This is an optimization exercise on Yosys and OpenROAD, whose aim is small area and a short achievable clock period, not a production implementation. Function was checked by simulation only, so behaviour that the tests miss may differ from the original. Power figures rest on the tool's default switching activity, not on a simulated workload.

$ cat design/flow/config.mk
export PLATFORM = sky130hd
export DESIGN_NAME = data_memory_ctrl
export DESIGN_NICKNAME = data_memory_ctrl
export VERILOG_FILES = /design/flow/design.v
export SDC_FILE = /design/flow/constraint.sdc
export NUM_CORES = 4
export LEC_CHECK = 0
export CAP_MARGIN = 20
export CORE_MARGIN = 2
export CORE_UTILIZATION = 40
export SLEW_MARGIN = 20
$ cat design/flow/constraint.sdc
create_clock -name core_clock -period 7.0 [get_ports {clk}]
set_input_delay 1.4000 -clock core_clock [delete_from_list [all_inputs] [get_ports {clk}]]
set_output_delay 1.4000 -clock core_clock [all_outputs]
set_load 0.01 [all_outputs]
$ cat design/flow/design.v
module data_memory_ctrl #(
  parameter  int DATA_W = 16,
  parameter  int ADDR_W = 8,
  localparam int BE_W   = DATA_W / 8
) (
  input  logic              clk,
  input  logic              rst,
  input  logic              req_valid,
  output logic              req_ready,
  input  logic              req_write,
  input  logic [ADDR_W-1:0] req_addr,
  input  logic [DATA_W-1:0] req_wdata,
  input  logic [BE_W-1:0]   req_be,
  output logic              rsp_valid,
  output logic [DATA_W-1:0] rsp_rdata,
  output logic              init_done
);
  localparam int DEPTH = 2 ** ADDR_W;
  localparam logic [ADDR_W:0] CLR_LAST = (ADDR_W + 1)'(DEPTH - 1);
  typedef enum logic {
    ST_CLEAR,
    ST_RUN
  } state_e;
  state_e            state_q, state_d;
  logic [ADDR_W:0]   clr_cnt_q, clr_cnt_d;
  logic              clr_we;
  logic              accept, wr_en, rd_en;
  logic              rsp_valid_q;
  logic [DATA_W-1:0] rsp_rdata_q;
  logic [DATA_W-1:0] mem [DEPTH];
  always_ff @(posedge clk) begin
    if (rst) begin
      state_q   <= ST_CLEAR;
      clr_cnt_q <= '0;
    end else begin
      state_q   <= state_d;
      clr_cnt_q <= clr_cnt_d;
    end
  end
  always_comb begin
    state_d   = state_q;
    clr_cnt_d = clr_cnt_q;
    clr_we    = 1'b0;
    unique case (state_q)
      ST_CLEAR: begin
        clr_we    = 1'b1;
        clr_cnt_d = clr_cnt_q + (ADDR_W + 1)'(1);
        if (clr_cnt_q == CLR_LAST) state_d = ST_RUN;
      end
      ST_RUN: state_d = ST_RUN;
      default: state_d = ST_CLEAR;
    endcase
  end
  assign req_ready = (state_q == ST_RUN);
  assign init_done = (state_q == ST_RUN);
  assign accept    = req_valid && req_ready;
  assign wr_en     = accept && req_write;
  assign rd_en     = accept && !req_write;
  always_ff @(posedge clk) begin
    if (!rst) begin
      if (clr_we) begin
        mem[clr_cnt_q[ADDR_W-1:0]] <= '0;
      end else if (wr_en) begin
        for (int i = 0; i < BE_W; i++) begin
          if (req_be[i]) mem[req_addr][8*i +: 8] <= req_wdata[8*i +: 8];
        end
      end
    end
  end
  always_ff @(posedge clk) begin
    if (rst) begin
      rsp_valid_q <= 1'b0;
      rsp_rdata_q <= '0;
    end else begin
      rsp_valid_q <= rd_en;
      if (rd_en) rsp_rdata_q <= mem[req_addr];
    end
  end
  assign rsp_valid = rsp_valid_q;
  assign rsp_rdata = rsp_rdata_q;
endmodule
$ cat design/flow/run.sh
#!/bin/bash
# synth_recipe.tcl (not shown) runs the flow's synth.tcl, then flattens the netlist and writes it again
# the make line also repeats each setting of config.mk as NAME=value (left out here)
make -C /OpenROAD-flow-scripts/flow DESIGN_CONFIG=/design/flow/config.mk WORK_HOME=/design/flow/orfs CLKGATE_MAP_FILE= SYNTH_SCRIPT=/design/flow/synth_recipe.tcl finish
==> flow_summary_export.csv <==
group,metric,value,unit
critical_path,critPathMaxFanout,23,
route,routed_via_density,5.856,
clock_tree,clock_path_buffers,4,
global_routing,grt_use_total,20.40,%
synthesis,synth_edf_count,4096,
critical_path,crit_required,7.57,ns
final_layout,areaGrowthSynthToFinish,12.61,%
pwr,p_per_area,278.1,nW/µm²
critical_path,cp-end-kind,"register",
global_routing,grt_pass1_wl,599300,µm
route,antenna_left,0,
synthesis,synth.net_count,7845,
clock_tree,clk_pin_slew,0.06,ns
worst_hold_path,min_path_cells,2,
critical_path,r2r-start,"state_q",
pwr,ir_worst_vdd,0.2194,mV
critical_path,critPathLaunchType,"input port",
clock_tree,cts_setup_buffers,0,
timing,hold_slack,0.5032,ns
timing,setup_slack,1.645,ns
synthesis,ys_seq_elements,4123,
route,drt-initial-drc-count,9860,
place,place_hpwl,254700,µm
final_layout,final_area,179500,µm²
timing,final.min_clock_period,5.355,ns
global_routing,grt_overflow,0,
worst_hold_path,hold_path_end,"clr_cnt_q[8]",
timing,setup-tns-final,0,ns
synthesis,syn_area_per_cell,20.41,µm²
floorplanning,std_cell_rows,231,
timing,setup_viol,0,
route,routed_wl,420600,µm
synthesis,synth_most_common_cell,"edfxtp_1",
place,gp_congestion,0.8580,
synthesis,yosys.cell_types.count,58,
route,firstDrtPassIters,6,
synthesis,synth.cell_area,159400,µm²
floorplanning,floorplan.initialDensity,40.24,%
synthesis,synth_top_area_share,77.14,%
timing,hold_viol,0,
synthesis,syn_inst,7813,
global_routing,grt_max_degree,142,
clock_tree,root_buffer,"clkbuf_16",
floorplanning,die_y,635.4,µm
synthesis,synthFlopType,"edfxtp_1",
clock_tree,clk_latency,0.98,ns
timing,fin_worst_skew,0.05646,ns
floorplanning,die_area,403700,µm²
clock_tree,cts_resized,0,
timing,fin_crit_sh,76.50,%
synthesis,yosysSeqAreaShare,77.48,%
place,io_buffers,48,
synthesis,synth_area_leaders,"edfxtp_1 (77%), mux4_2 (11%), mux2i_1 (3.4%)",
run_status,outcome,"timing/DRC/antenna clean",
synthesis,async_flop_share,0,%
floorplanning,fp.dieW,635.4,µm
place,pre_cts_slack,0.5338,ns
critical_path,reg2reg_depth,9,
timing,max_freq,0.1867,GHz
route,post_drt_wl_per_cell,30.95,µm
clock_tree,cts-buffers-inserted,396,
timing,worst_slew_pin_slew,1.181,ns
clock_tree,cts.sinks,4123,
floorplanning,core_area,396300,µm²
synthesis,yosysWarnings,1,
job,cap_violations,0,
final_layout,drive_above_1_share,19.80,%
critical_path,rr_endpoint,"mem[203][15]",
clock_tree,htree_levels,5,
pwr,p_leak,58.91,nW
worst_hold_path,worstHoldStart,"clr_cnt_q[8]",
clock_tree,postCtsHoldBufs,0,
route,route.vias.total,79590,
global_routing,antenna_found_initial,8,
floorplanning,io_pins,49,
place,place_area,166500,µm²
critical_path,critPathKind,"input port to register",
worst_hold_path,hold_class,"register to register",
final_layout,fill_cells,32578,
synthesis,synthTopCellsByCount,"edfxtp_1 (4096), mux4_2 (767), nor2_1 (650), mux2i_1 (545), a22oi_1 (242)",
timing,rsz0062_at_grt,"no",
critical_path,rrSetupSlack,1.96,ns
final_layout,fin_nets,8036,
synthesis,synth_top_cell_by_area,"edfxtp_1",
global_routing,grt_pass1_vias,79918,
clock_tree,cts_tree,"yes",
timing,relSlewSlack,20.98,%
timing,final_max_slew_viol_count,0,
route,drc_errors,0,
critical_path,cp.arrival,5.92,ns
[power by group]
part / leakage, nW / switching [mW] / internal [mW]
Sequential: 40.3 / 0.00719 / 26.7
Combinational: 12.3 / 1.10 / 0.694
Clock: 6.28 / 9.27 / 12.1
[routing by layer]
metal  GRT usage (%)  routed length (µm)  vias to the layer above
met5               0                   0                        -
met4           7.840               17950                        0
met3           3.611               34400                      655
met2           32.89              201200                     3780
met1           27.75              167100                    42296
li1                -                   -                    32859
[worst max-delay path by stage]
stage	endpoint	start	slack, ns	cells past startpoint
after floorplan	mem[0][10]	req_valid	0.54	6
after global placement	mem[102][5]	req_write	0.76	9
after detailed placement	mem[174][13]	req_valid	0.53	9
after CTS	mem[226][5]	req_valid	1.51	8
after global routing	mem[203][12]	req_write	1.50	9
final	mem[203][15]	req_write	1.65	9
[metrics by stage]
step                util [%]  cells  power [mW]
global route           45.30  13583       51.21
CTS                    45.28  13577       50.19
finish                 45.31  13591       49.93
detailed placement     42.02  12844       29.05
global placement       42.00  12842       29.04
floorplan                  -   7813       28.47
[sequential cells by signal (all words and copies together) (netlist names)]
register / cells
rsp_rdata_q: 16
state_q: 1
mem: 4096
clr_cnt_q: 9
rsp_valid_q: 1
[critical path, stage by stage]
cell	delay, ns
clkdlybuf4s50_1	0.61
o21ai_1	0.16
nor3_4	0.66
buf_4	0.40
nand3_1	0.11
o21ai_1	0.60
nand3_2	0.76
buf_4	0.50
nor2_1	0.66
[cells by family (layout without fill, tap and decap cells)]
group,after synthesis,count (layout),share of synthesized area [%]
flops,4123,4123,77.48
compound gates,821,821,3.683
xor+xnor,7,7,0.03845
fa+ha+maj,2,2,0.01569
mux,1312,1312,14.26
buf+inv,479,1005,1.697
other cells,0,10,0
simple gates,1069,1069,2.828
[cells in the final DEF (no fill, tap or decap), types with 17 or more instances in the layout]
cell             count
mux4_2             767
clkinv_1            84
o21ai_0             31
buf_4              156
nor3_1              19
edfxtp_1          4096
nand2_1            162
and2_4              17
and3_1              18
clkbuf_1            73
mux2i_1            545
nand4_1             32
bufinv_16           42
nor2_1             649
clkbuf_16          400
o31ai_1             47
clkinvlp_4          21
dfxtp_1             27
a21oi_1             82
nand3_1             77
o221ai_1            97
buf_12              62
a211oi_1            63
o22ai_1            144
a22oi_1            242
clkinv_2            75
clkdlybuf4s50_1     43
[area by class of cell]
type | count | area (µm²) | share of cell area (%)
Timing Repair Buffer | 269 | 2959 | 1.648
Tap cell | 5242 | 6559 | 3.653
Clock buffer | 477 | 10340 | 5.759
Antenna cell | 10 | 25.02 | 0.01394
Clock inverter | 256 | 2601 | 1.449
Sequential cell | 4123 | 123500 | 68.81
Multi-Input combinational cell | 3211 | 33510 | 18.66
Inverter | 3 | 11.26 | 0.006272

## port drivers added, routing unchanged
How much do the figures lean on ideal ports? The routed layout below was timed once more, with nothing changed but the port constraints.
Step 1 sets driving cells, clkbuf_16 on the clock port and buf_2 on the other inputs (assumed; they add their load-dependent delay and slew).
Step 2, shift: input delay + t, output delay - t, t = (earliest + latest rising clock arrival at the registers) / 2. This alone moves slack from input paths to output paths.
Slacks: no drivers / after step 1 / after step 2; pairs: no drivers / after step 1.
t (ns): 1.067
slack for setup (ns): 1.645 / 1.724 / 0.657
worst data-port slew with drivers (ns): 0.23
After both steps setup and hold are still met in this run. For this run, drivers alone change the setup slack by +0.079 ns; drivers and shift together by -0.988 ns.
